This design comes from an exercise in tuning for a short achievable clock period and few clock cycles on the open sky130 flow, not from production work.
Where RTL was checked, it was by simulation tests only, not by an equivalence proof against the original.
The clock port is modelled as an ideal driver; clocking choices that lean on that would not hold on a real chip.
Power and IR drop assume default switching activity.

==> run M <==
==> flow/design.v (excerpt) <==
module two_stacks_shared_memory (
  input  logic        clk,
  input  logic        rst_n,
  input  logic        start,
  output logic        busy,
  input  logic [34:0] in_item,
  output logic        out_valid,
  output logic [45:0] out_item,
  input  logic        cfg_we,
  input  logic [8:0]  cfg_wdata
);
==> module tss_ram, before the edit <==
module tss_ram #(
  parameter int WIDTH = 32,
  parameter int DEPTH = 256
) (
  input  logic                     clk,
  input  logic                     we,       
  input  logic [15:0]              hi,       
  input  logic [15:0]              lo,       
  input  logic [WIDTH-1:0]         wdata,
  output logic [WIDTH-1:0]         rdata
);
  localparam int GS = 16;
  localparam int NG = DEPTH / GS;
  localparam int WS = 32;            
  localparam int NW = DEPTH / WS;
  logic [DEPTH-1:0]       sel_r, wsel_r;
  logic [NW*WIDTH-1:0]    wdata_r;    
  logic [DEPTH*WIDTH-1:0] mem;
  logic [NG*WIDTH-1:0]    part_d, part_r;
  logic [WIDTH-1:0]       rdata_d;
  always_ff @(posedge clk) begin
    for (int w = 0; w < DEPTH; w++) begin
      sel_r[w]  <= hi[w / GS] & lo[w % GS];
      wsel_r[w] <= we & hi[w / GS] & lo[w % GS];
    end
  end
  for (genvar c = 0; c < NW; c++) begin : g_wd
    always_ff @(posedge clk) begin
      if (we && (hi[2*c] || hi[2*c+1])) begin
        wdata_r[c*WIDTH +: WIDTH] <= wdata;
      end
    end
  end
  for (genvar w = 0; w < DEPTH; w++) begin : g_word
    always_ff @(posedge clk) begin
      if (wsel_r[w]) begin
        mem[w*WIDTH +: WIDTH] <= wdata_r[(w/WS)*WIDTH +: WIDTH];
      end
    end
  end
  always_comb begin
    part_d = '0;
    for (int g = 0; g < NG; g++) begin
      for (int j = 0; j < GS; j++) begin
        part_d[g*WIDTH +: WIDTH] = part_d[g*WIDTH +: WIDTH]
          | ({WIDTH{sel_r[g*GS+j]}} & mem[(g*GS+j)*WIDTH +: WIDTH]);
      end
    end
  end
  always_ff @(posedge clk) begin
    part_r <= part_d;
  end
  always_comb begin
    rdata_d = '0;
    for (int g = 0; g < NG; g++) begin
      rdata_d = rdata_d | part_r[g*WIDTH +: WIDTH];
    end
  end
  always_ff @(posedge clk) begin
    rdata <= rdata_d;
  end
endmodule
==> module two_stacks_shared_memory, before the edit <==
module two_stacks_shared_memory (
  input  logic        clk,
  input  logic        rst_n,
  input  logic        start,
  output logic        busy,
  input  logic [34:0] in_item,
  output logic        out_valid,
  output logic [45:0] out_item,
  input  logic        cfg_we,
  input  logic [8:0]  cfg_wdata
);
  localparam int CW = tss_pkg::CW;
  localparam int DW = tss_pkg::DW;
  tss_pkg::tss_in_t  in_s;
  tss_pkg::tss_out_t out_s;
  logic          rst_q, req_v, cfg_v;
  logic [2:0]    req_type;
  logic [DW-1:0] req_value;
  logic [CW-1:0] cfg_data;
  logic          acc_v, acc_we, acc_hit;
  logic [15:0]   acc_hi, acc_lo;
  logic [DW-1:0] acc_wdata;
  logic [1:0]    acc_stat;
  logic          st_full, st_e1, st_e2;
  logic [CW-1:0] st_used;
  logic [DW-1:0] ram_rdata;
  logic          dc_v, dc_hit, dc_full, dc_e1, dc_e2;
  logic [1:0]    dc_stat;
  logic [CW-1:0] dc_used;
  logic          rd_v, rd_hit, rd_full, rd_e1, rd_e2;
  logic [1:0]    rd_stat;
  logic [CW-1:0] rd_used;
  logic          or_v, or_hit, or_full, or_e1, or_e2;
  logic [1:0]    or_stat;
  logic [CW-1:0] or_used;
  logic          res_v, res_full, res_e1, res_e2;
  logic [DW-1:0] res_data;
  logic [1:0]    res_stat;
  logic [CW-1:0] res_used;
  assign in_s = in_item;
  tss_ctrl u_ctrl (
    .clk       (clk),
    .rst_n     (rst_n),
    .start     (start),
    .busy      (busy),
    .in_item   (in_s),
    .cfg_we    (cfg_we),
    .cfg_wdata (cfg_wdata),
    .rst_q     (rst_q),
    .req_v     (req_v),
    .req_type  (req_type),
    .req_value (req_value),
    .cfg_v     (cfg_v),
    .cfg_data  (cfg_data)
  );
  tss_dpath u_dpath (
    .clk       (clk),
    .rst_n     (rst_n),
    .rst_q     (rst_q),
    .req_v     (req_v),
    .req_type  (req_type),
    .req_value (req_value),
    .cfg_v     (cfg_v),
    .cfg_data  (cfg_data),
    .acc_v     (acc_v),
    .acc_we    (acc_we),
    .acc_hit   (acc_hit),
    .acc_hi    (acc_hi),
    .acc_lo    (acc_lo),
    .acc_wdata (acc_wdata),
    .acc_stat  (acc_stat),
    .st_full   (st_full),
    .st_e1     (st_e1),
    .st_e2     (st_e2),
    .st_used   (st_used)
  );
  tss_ram #(
    .WIDTH (DW),
    .DEPTH (tss_pkg::DEPTH)
  ) u_ram (
    .clk   (clk),
    .we    (acc_we),
    .hi    (acc_hi),
    .lo    (acc_lo),
    .wdata (acc_wdata),
    .rdata (ram_rdata)
  );
  always_ff @(posedge clk) begin
    dc_v    <= acc_v & rst_n;
    dc_hit  <= acc_hit;
    dc_stat <= acc_stat;
    dc_full <= st_full;
    dc_e1   <= st_e1;
    dc_e2   <= st_e2;
    dc_used <= st_used;
  end
  always_ff @(posedge clk) begin
    rd_v    <= dc_v & rst_n;
    rd_hit  <= dc_hit;
    rd_stat <= dc_stat;
    rd_full <= dc_full;
    rd_e1   <= dc_e1;
    rd_e2   <= dc_e2;
    rd_used <= dc_used;
  end
  always_ff @(posedge clk) begin
    or_v    <= rd_v & rst_n;
    or_hit  <= rd_hit;
    or_stat <= rd_stat;
    or_full <= rd_full;
    or_e1   <= rd_e1;
    or_e2   <= rd_e2;
    or_used <= rd_used;
  end
  always_ff @(posedge clk) begin
    res_v    <= or_v & rst_n;
    res_data <= or_hit ? ram_rdata : '1;
    res_stat <= or_stat;
    res_full <= or_full;
    res_e1   <= or_e1;
    res_e2   <= or_e2;
    res_used <= or_used;
  end
  assign out_s.read_data    = res_data;
  assign out_s.status       = res_stat;
  assign out_s.is_full      = res_full;
  assign out_s.first_empty  = res_e1;
  assign out_s.second_empty = res_e2;
  assign out_s.used_total   = res_used;
  assign out_item           = out_s;
  assign out_valid          = res_v;
endmodule
==> module tss_dpath, before the edit <==
module tss_dpath (
  input  logic                   clk,
  input  logic                   rst_n,
  input  logic                   rst_q,    
  input  logic                   req_v,
  input  logic [2:0]             req_type,
  input  logic [tss_pkg::DW-1:0] req_value,
  input  logic                   cfg_v,
  input  logic [tss_pkg::CW-1:0] cfg_data,
  output logic                   acc_v,
  output logic                   acc_we,
  output logic                   acc_hit,
  output logic [15:0]            acc_hi,    
  output logic [15:0]            acc_lo,    
  output logic [tss_pkg::DW-1:0] acc_wdata,
  output logic [1:0]             acc_stat,
  output logic                   st_full,
  output logic                   st_e1,
  output logic                   st_e2,
  output logic [tss_pkg::CW-1:0] st_used
);
  localparam int CW = tss_pkg::CW;
  localparam int AW = tss_pkg::AW;
  logic [CW-1:0] n1_r, n2_r, used_r, room_r, cap_r;
  logic          full_r, e1_r, e2_r;
  logic [AW-1:0] a1m_r, a2_r, a2p_r;
  logic          is_push, is_pop, is_peek, sel2, empty_sel;
  logic          push1, push2, pop1, pop2, push, pop, hit;
  logic [1:0]    stat;
  logic [AW-1:0] addr;
  logic [CW-1:0] cap_new;
  assign is_push   = req_type[2:1] == 2'b00;
  assign is_pop    = req_type[2:1] == 2'b01;
  assign is_peek   = req_type[2:1] == 2'b10;
  assign sel2      = req_type[0];
  assign empty_sel = sel2 ? e2_r : e1_r;
  assign push  = req_v & is_push & ~full_r;
  assign push1 = push & ~sel2;
  assign push2 = push & sel2;
  assign pop1  = req_v & is_pop & ~sel2 & ~e1_r;
  assign pop2  = req_v & is_pop & sel2 & ~e2_r;
  assign pop   = pop1 | pop2;
  assign hit   = (is_pop | is_peek) & ~empty_sel;
  always_comb begin
    stat = tss_pkg::ST_OK;
    if (is_push & full_r) stat = tss_pkg::ST_OVERFLOW;
    if ((is_pop | is_peek) & empty_sel) stat = tss_pkg::ST_UNDERFLOW;
  end
  always_comb begin
    case ({is_push, sel2})
      2'b10:   addr = n1_r[AW-1:0];
      2'b11:   addr = a2_r;
      2'b00:   addr = a1m_r;
      default: addr = a2p_r;
    endcase
  end
  always_comb begin
    if (cfg_data == '0) begin
      cap_new = CW'(1);
    end else if (cfg_data > CW'(tss_pkg::DEPTH)) begin
      cap_new = CW'(tss_pkg::DEPTH);
    end else begin
      cap_new = cfg_data;
    end
  end
  always_ff @(posedge clk) begin
    if (!rst_q) begin
      n1_r   <= '0;
      n2_r   <= '0;
      used_r <= '0;
      room_r <= CW'(tss_pkg::DEPTH);
      cap_r  <= CW'(tss_pkg::DEPTH);
      full_r <= 1'b0;
      e1_r   <= 1'b1;
      e2_r   <= 1'b1;
      a1m_r  <= '1;
      a2_r   <= AW'(tss_pkg::DEPTH - 1);
      a2p_r  <= AW'(tss_pkg::DEPTH);
    end else if (cfg_v) begin
      n1_r   <= '0;
      n2_r   <= '0;
      used_r <= '0;
      room_r <= cap_new;
      cap_r  <= cap_new;
      full_r <= 1'b0;
      e1_r   <= 1'b1;
      e2_r   <= 1'b1;
      a1m_r  <= '1;
      a2_r   <= AW'(cap_new - CW'(1));
      a2p_r  <= cap_new[AW-1:0];
    end else begin
      if (push1) begin
        n1_r  <= n1_r + CW'(1);
        a1m_r <= n1_r[AW-1:0];
        e1_r  <= 1'b0;
      end else if (pop1) begin
        n1_r  <= n1_r - CW'(1);
        a1m_r <= a1m_r - AW'(1);
        e1_r  <= n1_r == CW'(1);
      end
      if (push2) begin
        n2_r  <= n2_r + CW'(1);
        a2_r  <= a2_r - AW'(1);
        a2p_r <= a2_r;
        e2_r  <= 1'b0;
      end else if (pop2) begin
        n2_r  <= n2_r - CW'(1);
        a2_r  <= a2p_r;
        a2p_r <= a2p_r + AW'(1);
        e2_r  <= n2_r == CW'(1);
      end
      if (push) begin
        used_r <= used_r + CW'(1);
        room_r <= room_r - CW'(1);
        full_r <= room_r == CW'(1);
      end else if (pop) begin
        used_r <= used_r - CW'(1);
        room_r <= room_r + CW'(1);
        full_r <= 1'b0;
      end
    end
  end
  always_ff @(posedge clk) begin
    acc_v     <= req_v & rst_n;
    for (int i = 0; i < 16; i++) begin
      acc_hi[i] <= req_v && !(req_type[2] && req_type[1]) && addr[7:4] == i;
      acc_lo[i] <= addr[3:0] == i;
    end
    acc_we    <= push;
    acc_hit   <= req_v & hit;
    acc_wdata <= req_value;
    acc_stat  <= stat;
  end
  assign st_full = full_r;
  assign st_e1   = e1_r;
  assign st_e2   = e2_r;
  assign st_used = used_r;
endmodule
==> flow/config.mk <==
export PLATFORM = sky130hd
export DESIGN_NAME = two_stacks_shared_memory
export DESIGN_NICKNAME = two_stacks_shared_memory
export VERILOG_FILES = /design/flow/design.v
export SDC_FILE = /design/flow/constraint.sdc
export NUM_CORES = 8
export LEC_CHECK = 0
export ABC_CLOCK_PERIOD_IN_PS = 3000
export CAP_MARGIN = 20
export CORE_MARGIN = 2
export CORE_UTILIZATION = 55
export CTS_CLUSTER_DIAMETER = 150
export CTS_CLUSTER_SIZE = 25
export PLACE_DENSITY = 0.66
export SLEW_MARGIN = 20
==> flow/constraint.sdc <==
create_clock -name core_clock -period 10.0 [get_ports {clk}]
set_input_delay 2.0000 -clock core_clock [delete_from_list [all_inputs] [get_ports {clk}]]
set_output_delay 2.0000 -clock core_clock [all_outputs]
set_load 0.01 [all_outputs]
standard.sh (not shown) runs the stock make flow with config.mk's settings and CLKGATE_MAP_FILE= SYNTH_SCRIPT=/design/flow/synth_recipe.tcl, a recipe that flattens the netlist after the stock synthesis.
==> flow/flow/run.sh <==
#!/bin/bash
# Own flow: the standard layout (standard.sh) with these changes, passed
# to ORFS's make on its command line:
#  - repair_timing is asked for extra setup margin, so it keeps improving
#    paths past the 10 ns clock;
#  - before clock tree synthesis, pre_cts.tcl places the flip-flops that
#    drive output ports next to the ports' buffers;
#  - more rounds of antenna repair after detailed routing.
# make's output goes to make.log; each ORFS step logs under orfs/logs/.
set -euo pipefail
HERE=$(pwd)
MARGIN=6.9
sed -e "s|\"\${@:-finish}\"|SETUP_SLACK_MARGIN=$MARGIN PRE_CTS_TCL=$HERE/flow/pre_cts.tcl POST_CTS_TCL=$HERE/flow/post_cts.tcl MAX_REPAIR_ANTENNAS_ITER_DRT=10 \"\${@:-finish}\"|" standard.sh > own_standard.sh
grep -q "POST_CTS_TCL=$HERE/flow/post_cts.tcl" own_standard.sh
bash own_standard.sh > make.log 2>&1
==> flow/flow/post_cts.tcl <==
proc remove_clock_root {port_name} {
  set block [ord::get_db_block]
  set bterm [$block findBTerm $port_name]
  set net [$bterm getNet]
  set iterms [$net getITerms]
  if {[llength $iterms] != 1} {
    puts "remove_clock_root: port net has [llength $iterms] loads; left as is"
    return
  }
  set root [[lindex $iterms 0] getInst]
  set out [$root findITerm X]
  if {$out eq "NULL" || $out eq ""} {
    puts "remove_clock_root: [$root getName] has no X pin; left as is"
    return
  }
  set onet [$out getNet]
  set loads {}
  foreach it [$onet getITerms] {
    if {[$it getInst] ne $root} { lappend loads $it }
  }
  if {[llength $loads] > 4 || [llength [$onet getBTerms]] > 0} {
    puts "remove_clock_root: root drives [llength $loads] pins; left as is"
    return
  }
  puts "remove_clock_root: removing [$root getName], port now drives [llength $loads] pins"
  foreach it $loads {
    set pin "[[$it getInst] getName]/[[$it getMTerm] getName]"
    disconnect_pin [$onet getName] $pin
    connect_pin [$net getName] $pin
  }
  delete_instance [$root getName]
  delete_net [$onet getName]
}

remove_clock_root clk
estimate_parasitics -placement
report_clock_latency
repair_timing_helper
detailed_placement
check_placement -verbose
==> flow/flow/pre_cts.tcl <==
# Sourced by ORFS's cts.tcl (PRE_CTS_TCL) on the placed design, before clock
# tree synthesis. Each flip-flop that drives only an output port's buffer is
# placed next to that buffer (at the port), then placement is legalized, so
# the register-to-port wire is short.
proc move_output_flops {} {
  set block [ord::get_db_block]
  set n 0
  foreach bterm [$block getBTerms] {
    if {[$bterm getIoType] ne "OUTPUT"} { continue }
    set net [$bterm getNet]
    if {$net eq "NULL"} { continue }
    set buf ""
    foreach it [$net getITerms] {
      if {[$it isOutputSignal]} { set buf [$it getInst] }
    }
    if {$buf eq ""} { continue }
    set a [$buf findITerm A]
    if {$a eq "NULL" || $a eq ""} { continue }
    set in_net [$a getNet]
    set ff ""
    set loads 0
    foreach it [$in_net getITerms] {
      if {[$it isOutputSignal]} { set ff [$it getInst] } else { incr loads }
    }
    if {$ff eq "" || $loads != 1} { continue }
    if {![[$ff getMaster] isSequential]} { continue }
    set loc [$buf getLocation]
    $ff setLocation [lindex $loc 0] [lindex $loc 1]
    $ff setPlacementStatus PLACED
    incr n
  }
  puts "move_output_flops: moved $n flip-flops next to their output buffers"
}

move_output_flops
detailed_placement
check_placement -verbose
==> run B: changes against run M <==
--- a/flow/design.v
+++ b/flow/design.v
@@ -50,3 +50,2 @@
   logic [NG*WIDTH-1:0]    part_d, part_r;
-  logic [WIDTH-1:0]       rdata_d;
   always_ff @(posedge clk) begin
@@ -84,10 +83,7 @@
   always_comb begin
-    rdata_d = '0;
+    rdata = '0;
     for (int g = 0; g < NG; g++) begin
-      rdata_d = rdata_d | part_r[g*WIDTH +: WIDTH];
+      rdata = rdata | part_r[g*WIDTH +: WIDTH];
     end
   end
-  always_ff @(posedge clk) begin
-    rdata <= rdata_d;
-  end
 endmodule
@@ -288,5 +284,2 @@
   logic [CW-1:0] rd_used;
-  logic          or_v, or_hit, or_full, or_e1, or_e2;
-  logic [1:0]    or_stat;
-  logic [CW-1:0] or_used;
   logic          res_v, res_full, res_e1, res_e2;
@@ -362,18 +355,9 @@
   always_ff @(posedge clk) begin
-    or_v    <= rd_v & rst_n;
-    or_hit  <= rd_hit;
-    or_stat <= rd_stat;
-    or_full <= rd_full;
-    or_e1   <= rd_e1;
-    or_e2   <= rd_e2;
-    or_used <= rd_used;
-  end
-  always_ff @(posedge clk) begin
-    res_v    <= or_v & rst_n;
-    res_data <= or_hit ? ram_rdata : '1;
-    res_stat <= or_stat;
-    res_full <= or_full;
-    res_e1   <= or_e1;
-    res_e2   <= or_e2;
-    res_used <= or_used;
+    res_v    <= rd_v & rst_n;
+    res_data <= rd_hit ? ram_rdata : '1;
+    res_stat <= rd_stat;
+    res_full <= rd_full;
+    res_e1   <= rd_e1;
+    res_e2   <= rd_e2;
+    res_used <= rd_used;
   end
==> flow/flow/run.sh (replaced) <==
#!/bin/bash
set -euo pipefail
HERE=$(pwd)
MARGIN=6.9
sed -e "s|\"\${@:-finish}\"|SETUP_SLACK_MARGIN=$MARGIN POST_CTS_TCL=$HERE/flow/post_cts.tcl MAX_REPAIR_ANTENNAS_ITER_DRT=10 \"\${@:-finish}\"|" standard.sh > own_standard.sh
grep -q "POST_CTS_TCL=$HERE/flow/post_cts.tcl" own_standard.sh
bash own_standard.sh > make.log 2>&1
- CORE_UTILIZATION: 55 -> 62
- PLACE_DENSITY: 0.66 -> 0.72
removed: flow/flow/pre_cts.tcl
==> run K: changes against run M <==
--- a/flow/design.v
+++ b/flow/design.v
@@ -36,5 +36,5 @@
   input  logic                     clk,
+  input  logic                     en,       
   input  logic                     we,       
-  input  logic [15:0]              hi,       
-  input  logic [15:0]              lo,       
+  input  logic [$clog2(DEPTH)-1:0] addr,
   input  logic [WIDTH-1:0]         wdata,
@@ -46,2 +46,4 @@
   localparam int NW = DEPTH / WS;
+  logic [GS-1:0]          lo_dec;
+  logic [NG-1:0]          hi_dec;
   logic [DEPTH-1:0]       sel_r, wsel_r;
@@ -50,7 +52,12 @@
   logic [NG*WIDTH-1:0]    part_d, part_r;
-  logic [WIDTH-1:0]       rdata_d;
+  for (genvar i = 0; i < GS; i++) begin : g_lo
+    assign lo_dec[i] = addr[3:0] == i;
+  end
+  for (genvar i = 0; i < NG; i++) begin : g_hi
+    assign hi_dec[i] = en && addr[7:4] == i;
+  end
   always_ff @(posedge clk) begin
     for (int w = 0; w < DEPTH; w++) begin
-      sel_r[w]  <= hi[w / GS] & lo[w % GS];
-      wsel_r[w] <= we & hi[w / GS] & lo[w % GS];
+      sel_r[w]  <= hi_dec[w / GS] & lo_dec[w % GS];
+      wsel_r[w] <= we & hi_dec[w / GS] & lo_dec[w % GS];
     end
@@ -59,3 +66,3 @@
     always_ff @(posedge clk) begin
-      if (we && (hi[2*c] || hi[2*c+1])) begin
+      if (en && we && addr[7:5] == c) begin
         wdata_r[c*WIDTH +: WIDTH] <= wdata;
@@ -84,10 +91,7 @@
   always_comb begin
-    rdata_d = '0;
+    rdata = '0;
     for (int g = 0; g < NG; g++) begin
-      rdata_d = rdata_d | part_r[g*WIDTH +: WIDTH];
+      rdata = rdata | part_r[g*WIDTH +: WIDTH];
     end
   end
-  always_ff @(posedge clk) begin
-    rdata <= rdata_d;
-  end
 endmodule
@@ -128,6 +132,6 @@
   output logic                   acc_v,
+  output logic                   acc_en,
   output logic                   acc_we,
   output logic                   acc_hit,
-  output logic [15:0]            acc_hi,    
-  output logic [15:0]            acc_lo,    
+  output logic [tss_pkg::AW-1:0] acc_addr,
   output logic [tss_pkg::DW-1:0] acc_wdata,
@@ -242,8 +246,6 @@
     acc_v     <= req_v & rst_n;
-    for (int i = 0; i < 16; i++) begin
-      acc_hi[i] <= req_v && !(req_type[2] && req_type[1]) && addr[7:4] == i;
-      acc_lo[i] <= addr[3:0] == i;
-    end
+    acc_en    <= req_v & ~(req_type[2] & req_type[1]);
     acc_we    <= push;
     acc_hit   <= req_v & hit;
+    acc_addr  <= addr;
     acc_wdata <= req_value;
@@ -268,2 +270,3 @@
   localparam int CW = tss_pkg::CW;
+  localparam int AW = tss_pkg::AW;
   localparam int DW = tss_pkg::DW;
@@ -275,4 +278,4 @@
   logic [CW-1:0] cfg_data;
-  logic          acc_v, acc_we, acc_hit;
-  logic [15:0]   acc_hi, acc_lo;
+  logic          acc_v, acc_en, acc_we, acc_hit;
+  logic [AW-1:0] acc_addr;
   logic [DW-1:0] acc_wdata;
@@ -288,5 +291,2 @@
   logic [CW-1:0] rd_used;
-  logic          or_v, or_hit, or_full, or_e1, or_e2;
-  logic [1:0]    or_stat;
-  logic [CW-1:0] or_used;
   logic          res_v, res_full, res_e1, res_e2;
@@ -321,6 +321,6 @@
     .acc_v     (acc_v),
+    .acc_en    (acc_en),
     .acc_we    (acc_we),
     .acc_hit   (acc_hit),
-    .acc_hi    (acc_hi),
-    .acc_lo    (acc_lo),
+    .acc_addr  (acc_addr),
     .acc_wdata (acc_wdata),
@@ -337,5 +337,5 @@
     .clk   (clk),
+    .en    (acc_en),
     .we    (acc_we),
-    .hi    (acc_hi),
-    .lo    (acc_lo),
+    .addr  (acc_addr),
     .wdata (acc_wdata),
@@ -362,18 +362,9 @@
   always_ff @(posedge clk) begin
-    or_v    <= rd_v & rst_n;
-    or_hit  <= rd_hit;
-    or_stat <= rd_stat;
-    or_full <= rd_full;
-    or_e1   <= rd_e1;
-    or_e2   <= rd_e2;
-    or_used <= rd_used;
-  end
-  always_ff @(posedge clk) begin
-    res_v    <= or_v & rst_n;
-    res_data <= or_hit ? ram_rdata : '1;
-    res_stat <= or_stat;
-    res_full <= or_full;
-    res_e1   <= or_e1;
-    res_e2   <= or_e2;
-    res_used <= or_used;
+    res_v    <= rd_v & rst_n;
+    res_data <= rd_hit ? ram_rdata : '1;
+    res_stat <= rd_stat;
+    res_full <= rd_full;
+    res_e1   <= rd_e1;
+    res_e2   <= rd_e2;
+    res_used <= rd_used;
   end
==> flow/flow/run.sh (replaced) <==
#!/bin/bash
# Own flow: the standard layout (standard.sh), with repair_timing asked
# for extra setup margin so it keeps improving paths past the 10 ns clock.
# make's output goes to make.log; each ORFS step logs under orfs/logs/.
set -euo pipefail
MARGIN=${MARGIN:-6.8}
sed -e "s/\"\${@:-finish}\"/SETUP_SLACK_MARGIN=$MARGIN \"\${@:-finish}\"/" standard.sh > own_standard.sh
grep -q "SETUP_SLACK_MARGIN=$MARGIN" own_standard.sh
bash own_standard.sh > make.log 2>&1
- CORE_UTILIZATION: 55 -> 62
- PLACE_DENSITY: 0.66 -> 0.72
removed: flow/flow/post_cts.tcl
removed: flow/flow/pre_cts.tcl
==> notes <==
Run M went through all stages and came out clean. Run K completed, yet does not pass: antenna violations. Run B produced a clean layout.
Die area, highest first: run M, run B, run K.
Total power, lowest first: run K, run B, run M.
In clock power, run M and run K hardly differ.
Design area: run M > run B > run K.
Synthesized area: run K < run B < run M.
Between run K and run M, the lower sequential cell count is in run K (gap 71).
Routed wire length, lowest first: run B, run M, run K.
Of run B and run K, run K has the higher sequential share of layout area (gap 0.12 points).
Testbench counts of run B, summed over its fixed seeds: cycles 19,240.
For run M and run K, only the layout was checked, not whether the RTL still works.

[port drivers added, routing unchanged]
Ports are ideal in the flow. The routed layouts listed here were re-timed in OpenROAD.
Step 1 (the two cells are an assumption about what drives the block):
set clk [get_ports {clk}]
set_driving_cell -lib_cell sky130_fd_sc_hd__clkbuf_16 $clk
set_driving_cell -lib_cell sky130_fd_sc_hd__buf_2 [delete_from_list [all_inputs] $clk]
Step 2 times the ports against the registers' clock, not the clock port: input delays grow and output delays shrink by t, the midpoint of the rising clock arrivals with the driver on.
Slacks: ideal ports / drivers / drivers and shift; pairs: ideal ports / drivers.
run | t (ns) | setup WS [ns] | hold WS [ns] | slew at the worst register clock pin (ns) | cell pins on the clock port's net
run M | 1.038 | 6.698 / 6.440 / 7.098 | 0.268 / 0.269 / 0.269 | 0.10 / 0.10 | 4
run B | 1.042 | 6.746 / 6.502 / 6.837 | 0.320 / 0.320 / 0.320 | 0.10 / 0.10 | 4
run K | 1.196 | 6.326 / 6.203 / 6.497 | 0.323 / 0.323 / 0.323 | 0.11 / 0.11 | 1
